This design comes from an exercise in tuning for a short achievable clock period and few clock cycles on the open sky130 flow, not from production work. The RTL was checked by simulation tests, not by an equivalence proof against the original design. Power and IR drop assume default switching activity.

**config.mk**
```make
export PLATFORM = sky130hd
export DESIGN_NAME = first_fit_heap_allocator
export DESIGN_NICKNAME = first_fit_heap_allocator
export VERILOG_FILES = /design/flow/design.v
export SDC_FILE = /design/flow/constraint.sdc
export NUM_CORES = 4
export LEC_CHECK = 0
export CAP_MARGIN = 20
export CORE_MARGIN = 2
export CORE_UTILIZATION = 40
export SLEW_MARGIN = 20
```
**constraint.sdc**
```tcl
create_clock -name core_clock -period 7.0 [get_ports {clock}]
set_input_delay 1.4000 -clock core_clock [delete_from_list [all_inputs] [get_ports {clock}]]
set_output_delay 1.4000 -clock core_clock [all_outputs]
set_load 0.01 [all_outputs]
```
**run.sh**
```bash
#!/bin/bash
# synth_recipe.tcl (not shown) runs the flow's synth.tcl, then flattens the netlist and writes it again
# the make line also repeats each setting of config.mk as NAME=value (left out here)
make -C /OpenROAD-flow-scripts/flow DESIGN_CONFIG=/design/flow/config.mk WORK_HOME=/design/flow/orfs CLKGATE_MAP_FILE= SYNTH_SCRIPT=/design/flow/synth_recipe.tcl finish
```
**design.v**
```verilog
`default_nettype none
package ffha_pkg;
   localparam int DEFAULT_HEAP_WORDS       = 128;
   localparam int DEFAULT_INIT_BLOCK_WORDS = 10;
   localparam int INIT_SMALL_BLOCKS        = 5;
   localparam int WORD_BYTES               = 8;
   localparam int PAYLOAD_MAX              = 1023;
   localparam int MAX_HDR_POS              = (PAYLOAD_MAX - WORD_BYTES) / WORD_BYTES;
   localparam int OFFW    = 10;    
   localparam int NEED_W  = 8;     
   localparam int FLAG_W  = 3;     
   localparam logic [FLAG_W-1:0] TAKEN_FLAGS = 3'b001;
   typedef enum logic {
      OP_ALLOC,
      OP_RELEASE
   } opcode_type;
   typedef enum logic [1:0] {
      STATUS_OK,
      STATUS_NO_FIT,
      STATUS_MISALIGNED
   } status_type;
   typedef struct packed {
      opcode_type        opcode;
      logic [OFFW-1:0]   request_bytes;
      logic [OFFW-1:0]   release_offset;
   } req_type;
   typedef struct packed {
      logic [OFFW-1:0]   payload_offset;
      status_type        status;
   } rsp_type;
   typedef struct packed {
      logic split_enable;
   } csr_type;
   typedef struct packed {
      logic empty_hdr;
      logic fits;
      logic do_split;
      logic walk_done;
   } fit_flags_type;
endpackage
`default_nettype wire
`default_nettype none
module ffha_ram #(
   parameter int WIDTH = 8,
   parameter int DEPTH = 16
) (
   input  wire logic                     clock,
   input  wire logic                     we,
   input  wire logic [$clog2(DEPTH)-1:0] waddr,
   input  wire logic [WIDTH-1:0]         wdata,
   input  wire logic [$clog2(DEPTH)-1:0] raddr,
   output      logic [WIDTH-1:0]         rdata
);
   logic [WIDTH-1:0] mem_ff [0:DEPTH-1];
   logic [WIDTH-1:0] rdata_ff;
   always_ff @(posedge clock) begin
      if (we) begin
         mem_ff[waddr] <= wdata;
      end
      rdata_ff <= mem_ff[raddr];
   end
   assign rdata = rdata_ff;
endmodule
`default_nettype wire
`default_nettype none
module ffha_fit_unit #(
   parameter int HEAP_WORDS = ffha_pkg::DEFAULT_HEAP_WORDS
) (
   input  wire logic [$clog2(HEAP_WORDS)+3:0] hdr,
   input  wire logic [$clog2(HEAP_WORDS):0]   pos,
   input  wire logic [ffha_pkg::NEED_W-1:0]             need,
   input  wire logic                          split_en,
   output      logic [3:0]                    flags_o,
   output      logic [$clog2(HEAP_WORDS)-1:0] next_pos,
   output      logic [$clog2(HEAP_WORDS)+3:0] take_hdr,
   output      logic [$clog2(HEAP_WORDS)+3:0] rest_hdr,
   output      logic [$clog2(HEAP_WORDS)-1:0] rest_addr,
   output      logic [ffha_pkg::OFFW-1:0]               payload_off
);
   localparam int AW   = $clog2(HEAP_WORDS);
   localparam int PW   = AW + 1;
   localparam int HW   = PW + ffha_pkg::FLAG_W;
   localparam int CMPW = (PW > ffha_pkg::NEED_W) ? PW : ffha_pkg::NEED_W;
   localparam int SUMW = CMPW + 1;
   logic [PW-1:0]   size;
   logic [CMPW-1:0] size_c;
   logic [CMPW-1:0] need_c;
   logic [CMPW-1:0] rest_words;
   logic [SUMW-1:0] next_sum;
   logic [SUMW-1:0] rest_sum;
   logic            free;
   ffha_pkg::fit_flags_type   flags;
   assign flags_o = flags;
   always_comb begin
      size       = hdr[HW-1:ffha_pkg::FLAG_W];
      free       = (hdr[ffha_pkg::FLAG_W-1:0] == '0);
      size_c     = CMPW'(size);
      need_c     = CMPW'(need);
      rest_words = size_c - need_c;
      next_sum   = SUMW'(pos) + SUMW'(size);
      rest_sum   = SUMW'(pos) + SUMW'(need);
      flags.empty_hdr = (size == '0);
      flags.fits      = (size != '0) && free && (size_c >= need_c) &&
                        (32'(pos) <= ffha_pkg::MAX_HDR_POS);
      flags.do_split  = split_en && (size_c > need_c);
      flags.walk_done = (next_sum >= SUMW'(HEAP_WORDS));
      next_pos    = AW'(next_sum);
      take_hdr    = flags.do_split ? HW'({need, ffha_pkg::TAKEN_FLAGS}) : {size, ffha_pkg::TAKEN_FLAGS};
      rest_hdr    = HW'({rest_words, {ffha_pkg::FLAG_W{1'b0}}});
      rest_addr   = AW'(rest_sum);
      payload_off = ffha_pkg::OFFW'({pos + PW'(1), {ffha_pkg::FLAG_W{1'b0}}});
   end
endmodule
`default_nettype wire
`default_nettype none
module first_fit_heap_allocator #(
   parameter int HEAP_WORDS       = ffha_pkg::DEFAULT_HEAP_WORDS,
   parameter int INIT_BLOCK_WORDS = ffha_pkg::DEFAULT_INIT_BLOCK_WORDS
) (
   input  wire logic              clock,
   input  wire logic              reset,
   input  wire logic              req_valid,
   output      logic              req_ready,
   input  wire logic              req_opcode,
   input  wire logic [ffha_pkg::OFFW-1:0]   req_request_bytes,
   input  wire logic [ffha_pkg::OFFW-1:0]   req_release_offset,
   output      logic              rsp_valid,
   input  wire logic              rsp_ready,
   output      logic [ffha_pkg::OFFW-1:0]   rsp_payload_offset,
   output      logic [1:0]        rsp_status,
   input  wire logic              csr_valid,
   output      logic              csr_ready,
   input  wire logic              csr_split_enable
);
   localparam int AW = $clog2(HEAP_WORDS);
   localparam int PW = AW + 1;
   localparam int HW = PW + ffha_pkg::FLAG_W;
   typedef enum logic [2:0] {
      S_INIT,
      S_IDLE,
      S_RD,
      S_EVAL,
      S_SPLIT,
      S_REL_RD,
      S_REL_WR,
      S_RESP
   } state_type;
   state_type        state_ff, state_in;
   logic [PW-1:0]    pos_ff, pos_in;
   logic [ffha_pkg::NEED_W-1:0] need_ff, need_in;
   logic [ffha_pkg::OFFW-1:0]  offset_ff, offset_in;
   logic [HW-1:0]    rest_hdr_ff, rest_hdr_in;
   logic [AW-1:0]    rest_addr_ff, rest_addr_in;
   ffha_pkg::rsp_type          res_ff, res_in;
   logic             rsp_valid_ff, rsp_valid_in;
   ffha_pkg::rsp_type          rsp_data_ff, rsp_data_in;
   logic             split_en_ff, split_en_in;
   logic [PW-1:0]    init_blk_ff, init_blk_in;
   logic [2:0]       init_cnt_ff, init_cnt_in;
   logic             ram_we;
   logic [AW-1:0]    ram_waddr;
   logic [HW-1:0]    ram_wdata;
   logic [AW-1:0]    ram_raddr;
   logic [HW-1:0]    ram_rdata;
   ffha_pkg::fit_flags_type    fit;
   logic [AW-1:0]    fit_next_pos;
   logic [HW-1:0]    fit_take_hdr;
   logic [HW-1:0]    fit_rest_hdr;
   logic [AW-1:0]    fit_rest_addr;
   logic [ffha_pkg::OFFW-1:0]  fit_payload_off;
   logic             init_small;
   logic             init_rest;
   logic [ffha_pkg::OFFW:0]    req_sum;
   logic [ffha_pkg::OFFW-4:0]  rel_word;
   logic [AW-1:0]    rel_addr;
   logic             rel_misalign;
   logic             rel_in_heap;
   ffha_ram #(
      .WIDTH (HW),
      .DEPTH (HEAP_WORDS)
   ) u_hdr_ram (
      .clock (clock),
      .we    (ram_we),
      .waddr (ram_waddr),
      .wdata (ram_wdata),
      .raddr (ram_raddr),
      .rdata (ram_rdata)
   );
   ffha_fit_unit #(
      .HEAP_WORDS (HEAP_WORDS)
   ) u_fit (
      .hdr         (ram_rdata),
      .pos         (pos_ff),
      .need        (need_ff),
      .split_en    (split_en_ff),
      .flags_o     (fit),
      .next_pos    (fit_next_pos),
      .take_hdr    (fit_take_hdr),
      .rest_hdr    (fit_rest_hdr),
      .rest_addr   (fit_rest_addr),
      .payload_off (fit_payload_off)
   );
   assign req_ready          = (state_ff == S_IDLE);
   assign csr_ready          = 1'b1;
   assign rsp_valid          = rsp_valid_ff;
   assign rsp_payload_offset = rsp_data_ff.payload_offset;
   assign rsp_status         = rsp_data_ff.status;
   always_comb begin
      init_small = (pos_ff == init_blk_ff) &&
                   (32'(init_cnt_ff) < ffha_pkg::INIT_SMALL_BLOCKS) &&
                   (32'(init_blk_ff) + INIT_BLOCK_WORDS <= HEAP_WORDS);
      init_rest  = (pos_ff == init_blk_ff) && !init_small;
      req_sum      = {1'b0, req_request_bytes} + (ffha_pkg::OFFW+1)'(7);
      rel_word     = offset_ff[ffha_pkg::OFFW-1:ffha_pkg::FLAG_W] - (ffha_pkg::OFFW-3)'(1);
      rel_addr     = AW'(rel_word);
      rel_misalign = (offset_ff[ffha_pkg::FLAG_W-1:0] != '0);
      rel_in_heap  = (offset_ff[ffha_pkg::OFFW-1:ffha_pkg::FLAG_W] != '0) && (32'(rel_word) < HEAP_WORDS);
   end
   always_comb begin
      state_in     = state_ff;
      pos_in       = pos_ff;
      need_in      = need_ff;
      offset_in    = offset_ff;
      rest_hdr_in  = rest_hdr_ff;
      rest_addr_in = rest_addr_ff;
      res_in       = res_ff;
      rsp_valid_in = rsp_valid_ff;
      rsp_data_in  = rsp_data_ff;
      split_en_in  = split_en_ff;
      init_blk_in  = init_blk_ff;
      init_cnt_in  = init_cnt_ff;
      ram_we       = 1'b0;
      ram_waddr    = pos_ff[AW-1:0];
      ram_wdata    = '0;
      ram_raddr    = pos_ff[AW-1:0];
      if (csr_valid) begin
         split_en_in = csr_split_enable;
      end
      if (rsp_valid_ff && rsp_ready) begin
         rsp_valid_in = 1'b0;
      end
      case (state_ff)
         S_INIT: begin
            ram_we = 1'b1;
            if (init_small) begin
               ram_wdata   = HW'(INIT_BLOCK_WORDS * ffha_pkg::WORD_BYTES);
               init_blk_in = init_blk_ff + PW'(INIT_BLOCK_WORDS);
               init_cnt_in = init_cnt_ff + 3'd1;
            end else if (init_rest) begin
               ram_wdata = {PW'(HEAP_WORDS) - pos_ff, {ffha_pkg::FLAG_W{1'b0}}};
            end
            if (pos_ff == PW'(HEAP_WORDS - 1)) begin
               pos_in   = '0;
               state_in = S_IDLE;
            end else begin
               pos_in = pos_ff + PW'(1);
            end
         end
         S_IDLE: begin
            if (req_valid) begin
               if (req_opcode == ffha_pkg::OP_ALLOC) begin
                  need_in  = req_sum[ffha_pkg::OFFW:ffha_pkg::FLAG_W] + ffha_pkg::NEED_W'(1);
                  pos_in   = '0;
                  state_in = S_RD;
               end else begin
                  offset_in = req_release_offset;
                  state_in  = S_REL_RD;
               end
            end
         end
         S_RD: begin
            state_in = S_EVAL;
         end
         S_EVAL: begin
            if (fit.empty_hdr) begin
               res_in.payload_offset = '0;
               res_in.status         = ffha_pkg::STATUS_NO_FIT;
               state_in = S_RESP;
            end else if (fit.fits) begin
               ram_we       = 1'b1;
               ram_wdata    = fit_take_hdr;
               rest_hdr_in  = fit_rest_hdr;
               rest_addr_in = fit_rest_addr;
               res_in.payload_offset = fit_payload_off;
               res_in.status         = ffha_pkg::STATUS_OK;
               state_in     = fit.do_split ? S_SPLIT : S_RESP;
            end else if (fit.walk_done) begin
               res_in.payload_offset = '0;
               res_in.status         = ffha_pkg::STATUS_NO_FIT;
               state_in = S_RESP;
            end else begin
               pos_in    = PW'(fit_next_pos);
               ram_raddr = fit_next_pos;
            end
         end
         S_SPLIT: begin
            ram_we    = 1'b1;
            ram_waddr = rest_addr_ff;
            ram_wdata = rest_hdr_ff;
            state_in  = S_RESP;
         end
         S_REL_RD: begin
            if (rel_misalign) begin
               res_in.payload_offset = '0;
               res_in.status         = ffha_pkg::STATUS_MISALIGNED;
               state_in = S_RESP;
            end else if (!rel_in_heap) begin
               res_in.payload_offset = '0;
               res_in.status         = ffha_pkg::STATUS_OK;
               state_in = S_RESP;
            end else begin
               ram_raddr = rel_addr;
               state_in  = S_REL_WR;
            end
         end
         S_REL_WR: begin
            ram_we    = 1'b1;
            ram_waddr = rel_addr;
            ram_wdata = {ram_rdata[HW-1:ffha_pkg::FLAG_W], {ffha_pkg::FLAG_W{1'b0}}};
            res_in.payload_offset = '0;
            res_in.status         = ffha_pkg::STATUS_OK;
            state_in  = S_RESP;
         end
         S_RESP: begin
            if (!rsp_valid_ff || rsp_ready) begin
               rsp_valid_in = 1'b1;
               rsp_data_in  = res_ff;
               state_in     = S_IDLE;
            end
         end
         default: begin
            state_in = S_IDLE;
         end
      endcase
   end
   always_ff @(posedge clock) begin
      if (reset) begin
         state_ff     <= S_INIT;
         pos_ff       <= '0;
         init_blk_ff  <= '0;
         init_cnt_ff  <= '0;
         rsp_valid_ff <= 1'b0;
         split_en_ff  <= 1'b1;
      end else begin
         state_ff     <= state_in;
         pos_ff       <= pos_in;
         init_blk_ff  <= init_blk_in;
         init_cnt_ff  <= init_cnt_in;
         rsp_valid_ff <= rsp_valid_in;
         split_en_ff  <= split_en_in;
      end
      need_ff      <= need_in;
      offset_ff    <= offset_in;
      rest_hdr_ff  <= rest_hdr_in;
      rest_addr_ff <= rest_addr_in;
      res_ff       <= res_in;
      rsp_data_ff  <= rsp_data_in;
   end
endmodule
`default_nettype wire
```
==> impl_results.md <==
* PostCTS Resize Cnt at 0
* Part of the power in registers at 0.504
* Startpoint types: register
* Dpl cells at between 4k and 5k
* Sequential area share after synthesis at 0.7139
* Top_reg_cell synth: edfxtp_1
* Library cells used by synthesis at 80
* Storage cell area at around 37000 µm²
* Most frequent CP cell: o22ai_1
* Chip height at 362.8 µm
* Antenna violations before repair at 1
* Pin count of the biggest net entering global routing at ~130
* Critical path type: reg -> reg
* Grt ovf at 0
* Yosys Warn Count at 3
* Req. time, crit path at 7650 ps
* Total of max-cap violations at 0
* Slew Viols, Final at 0
* Final nets at between 3k and 4k
* Peak Freq at around 160 MHz
* Layout Cells excl Fill at 5223
* Minimum clock period at 6342 ps
* HPWL Detailed at 86690 µm
* Share of layout cells above drive strength 1 at 0.1227
* Worst-path cell chain: inv_1, ha_1, fa_1, nand2b_1, o2bb2ai_1, a21o_1, a21oi_2, a211oi_4, o211ai_1, buf_12, buf_4, mux2i_1, o22ai_1, nor4_1, o22ai_1, o211a_1
* Hold Path Class: reg -> reg
* Status: complete, no violations
* Via density per instance at about 5.8
* Detailed-router iteration count before antenna repair at 7
* Max IR drop VDD at just under 400 µV
* Int Power at 13.15 mW
* 1st-iter DRT viols at approximately 3.7k
* First-pass GRT wire length at 201700 µm
* Final wirelength at 139000 µm
* Vias at around 30k
* Grt peak-use layer: met2
* Asr flop ratio synth at 0
* Net Sw Frac at 0.2622
* Slew @ Worst Pin at between 1000 and 1500 ps
* Setup TNS at 0 ps
* Avg Inst Size Synth at ~16 µm²
* Starting Density at 0.4034
* Met3 Use GR at 0.04316
* Comb pwr share at 0.130
* Arrival time at the worst endpoint at roughly 7000 ps
* CP peak stage delay at ~900 ps
* Multi-input gate area at around 14000 µm²
* Vias in the first global route at a little under 30k
* Core area at around 130000 µm²
* Final Hold Vio Count at 0
* CP endpoint kind: register
* Met2 Track Usage GR at 0.3234
* Cells after Synth at around 3.3k
* Post CTS Setup Buffer Count at 0
* TritonCTS clock tree: yes
* Clock Tree Root: clkbuf_16
* Diode count at 0
* Number of setup violations in the final report at 0
* Antenna Nets Post-Route at 0
* Gpl congestion at 0.9403
* CP Max Fanout at approximately 110
* Leading cell types in the layout, fill and taps excluded: edfxtp_1, mux2i_1, nand2_1
* # rows at approximately 130
* Final Cycle Share at 0.9060
* Clock power share at 0.366
* IO buf count at 37
* TritonCTS buffer count at between 100 and 150
* Max_slew headroom at 0.2637
* RSZ-0062 raised after global routing: false
* Area grow syn2layout at 13.63%
* Switch Pwr at about 4.7 mW
* P_leak at 19.28 nW
* Setup Skew at ~33 ps
* Clk pin slew, worst setup/hold paths at 60 ps
* Ports at 42
* Bufs on Longest Clock Path at 3
* Wire per inst at 26.62 µm
* Slowest stage cell, crit path: o211ai_1
* P per Cell Area at 304.5 nW/µm²
* Later-pin clock latency in the skew report at approximately 760 ps
* Grt met1 use at 0.2932
* Clock sinks at ~1.2k
* GRT Resource Usage Total at 0.2082
* Post-synth EDFFs at between 1k and 1.5k
* Die area at roughly 130000 µm²
* Yosys reg bits at about 1.2k
* H-Tree Depth at 4
* Die Wd at 362.8 µm
* FILL cells at 10.91k
* Syn Std Cell Area at 51500 µm²
* Leading cell type in the layout, fill and taps excluded: edfxtp_1
* Residual DRC at 0
* CTS Hold Bufs at 0
state kept, by name (all words and copies together) (netlist names):
register	cells
u_hdr_ram.mem_ff	1152
offset_ff	10
res_ff	9
rsp_data_ff	9
u_hdr_ram.rdata_ff	9
need_ff	8
pos_ff	8
rest_hdr_ff	8
init_blk_ff	7
rest_addr_ff	7
init_cnt_ff	3
state_ff	3
rsp_valid_ff	1
split_en_ff	1
routing by layer:
metal | vias to the layer above | part of all wire | wire, µm
met4 | 0 | 0.028 | 3937
met2 | 1340 | 0.46 | 64000
li1 | 13440 | - | -
met5 | - | 0 | 0
met3 | 207 | 0.082 | 11410
met1 | 15410 | 0.43 | 59670
through the flow:
step           cell area (µm²)  power [mW]  utilization  worst slack, ps  hold WS, ps
6_report                 58520       17.82       0.4583            658.2        416.4
5_1_grt                  58520       18.37       0.4583            282.3        423.0
4_1_cts                  58510       17.91       0.4583            687.5        417.8
3_5_place_dp             54540       11.43       0.4271            768.3        404.5
3_3_place_gp             54530       11.40       0.4271            495.9        401.1
2_1_floorplan            51510       10.48            -            412.8        400.3
power by group through the flow:
stage               sequential, mW  clock (mW)  combinational [mW]
detailed placement            9.13           0                2.30
global route                  8.98        6.92                2.46
finish                        8.98        6.53                2.31
CTS                           8.98        6.63                2.31
floorplan                     9.18           0                1.30
global placement              9.13           0                2.27
critical path: cells and delay by family, from the launching register on:
family	cells	cell delay (ps)
multiplexers	1	270
AND/OR/NAND/NOR	2	630
buffers and inverters	3	1260
AO/OA/AOI/OAI	8	2670
adder cells (fa/ha/maj)	2	630
flip-flops	1	570
cells by family after synthesis:
group / Yosys count / synth area share
xor+xnor: 53 / 0.009013
flops: 1235 / 0.7139
compound gates: 575 / 0.08695
other cells: 2 / 0.0001458
buf+inv: 253 / 0.02357
fa+ha+maj: 33 / 0.008454
simple gates: 750 / 0.06778
mux: 417 / 0.09023
path summary, 6_finish.rpt:
path	startpoint	end	slack [ps]	depth (start not counted)
max reg2reg	u_hdr_ram.rdata_ff[3]	u_hdr_ram.rdata_ff[8]	660	16
max	u_hdr_ram.rdata_ff[3]	u_hdr_ram.rdata_ff[8]	660	16
min reg2reg	res_ff[10]	rsp_data_ff[10]	420	0
min	res_ff[10]	rsp_data_ff[10]	420	0
Yosys cell counts, drive strengths merged (41+ instances only):
library cell     n  area share
a211oi          65      0.0098
a21oi           56      0.0056
a221oi          82       0.014
a311oi          91       0.015
buf            112       0.013
clkbuf          99      0.0073
edfxtp        1203        0.70
inv             41      0.0030
mux2i          363       0.071
nand2          281       0.020
nor2           205       0.015
nor2b           79      0.0096
o21ai           45      0.0046
o22ai           73      0.0089
area by class of cell:
| class | instances | share of cell area |
|---|---|---|
| clock buffer | 156 | 0.05888 |
| clock inverter | 75 | 0.009044 |
| inverter | 42 | 0.002779 |
| multi-input combinational | 1832 | 0.2332 |
| sequential | 1235 | 0.6283 |
| tap | 1662 | 0.03553 |
| timing repair buffer | 221 | 0.03228 |
Testbench counts, summed over its fixed seeds: cycles 94,800.

==> static timing again, ports no longer ideal <==
No port has a modelled driver above. Below, the same layout with a new extraction and two added sets of constraints.
Step 1, drivers: a clkbuf_16 drives clock and a buf_2 each remaining input, both assumed.
Step 2 times the ports against the registers' clock, not the clock port: input delays grow and output delays shrink by t, the midpoint of the rising clock arrivals with the driver on.
Three values: no drivers, after step 1, after step 2; two values: the first two.
t (ns): 0.818
setup slack, ns: 0.658 / 0.658 / 0.658
clock arrival spread, ns: 0.033 / 0.033
worst register clock-pin slew, ns: 0.06 / 0.06
After both steps setup and hold are still met in this run. For this run, drivers alone change the setup slack by 0.000 ns; drivers and shift together by 0.000 ns.
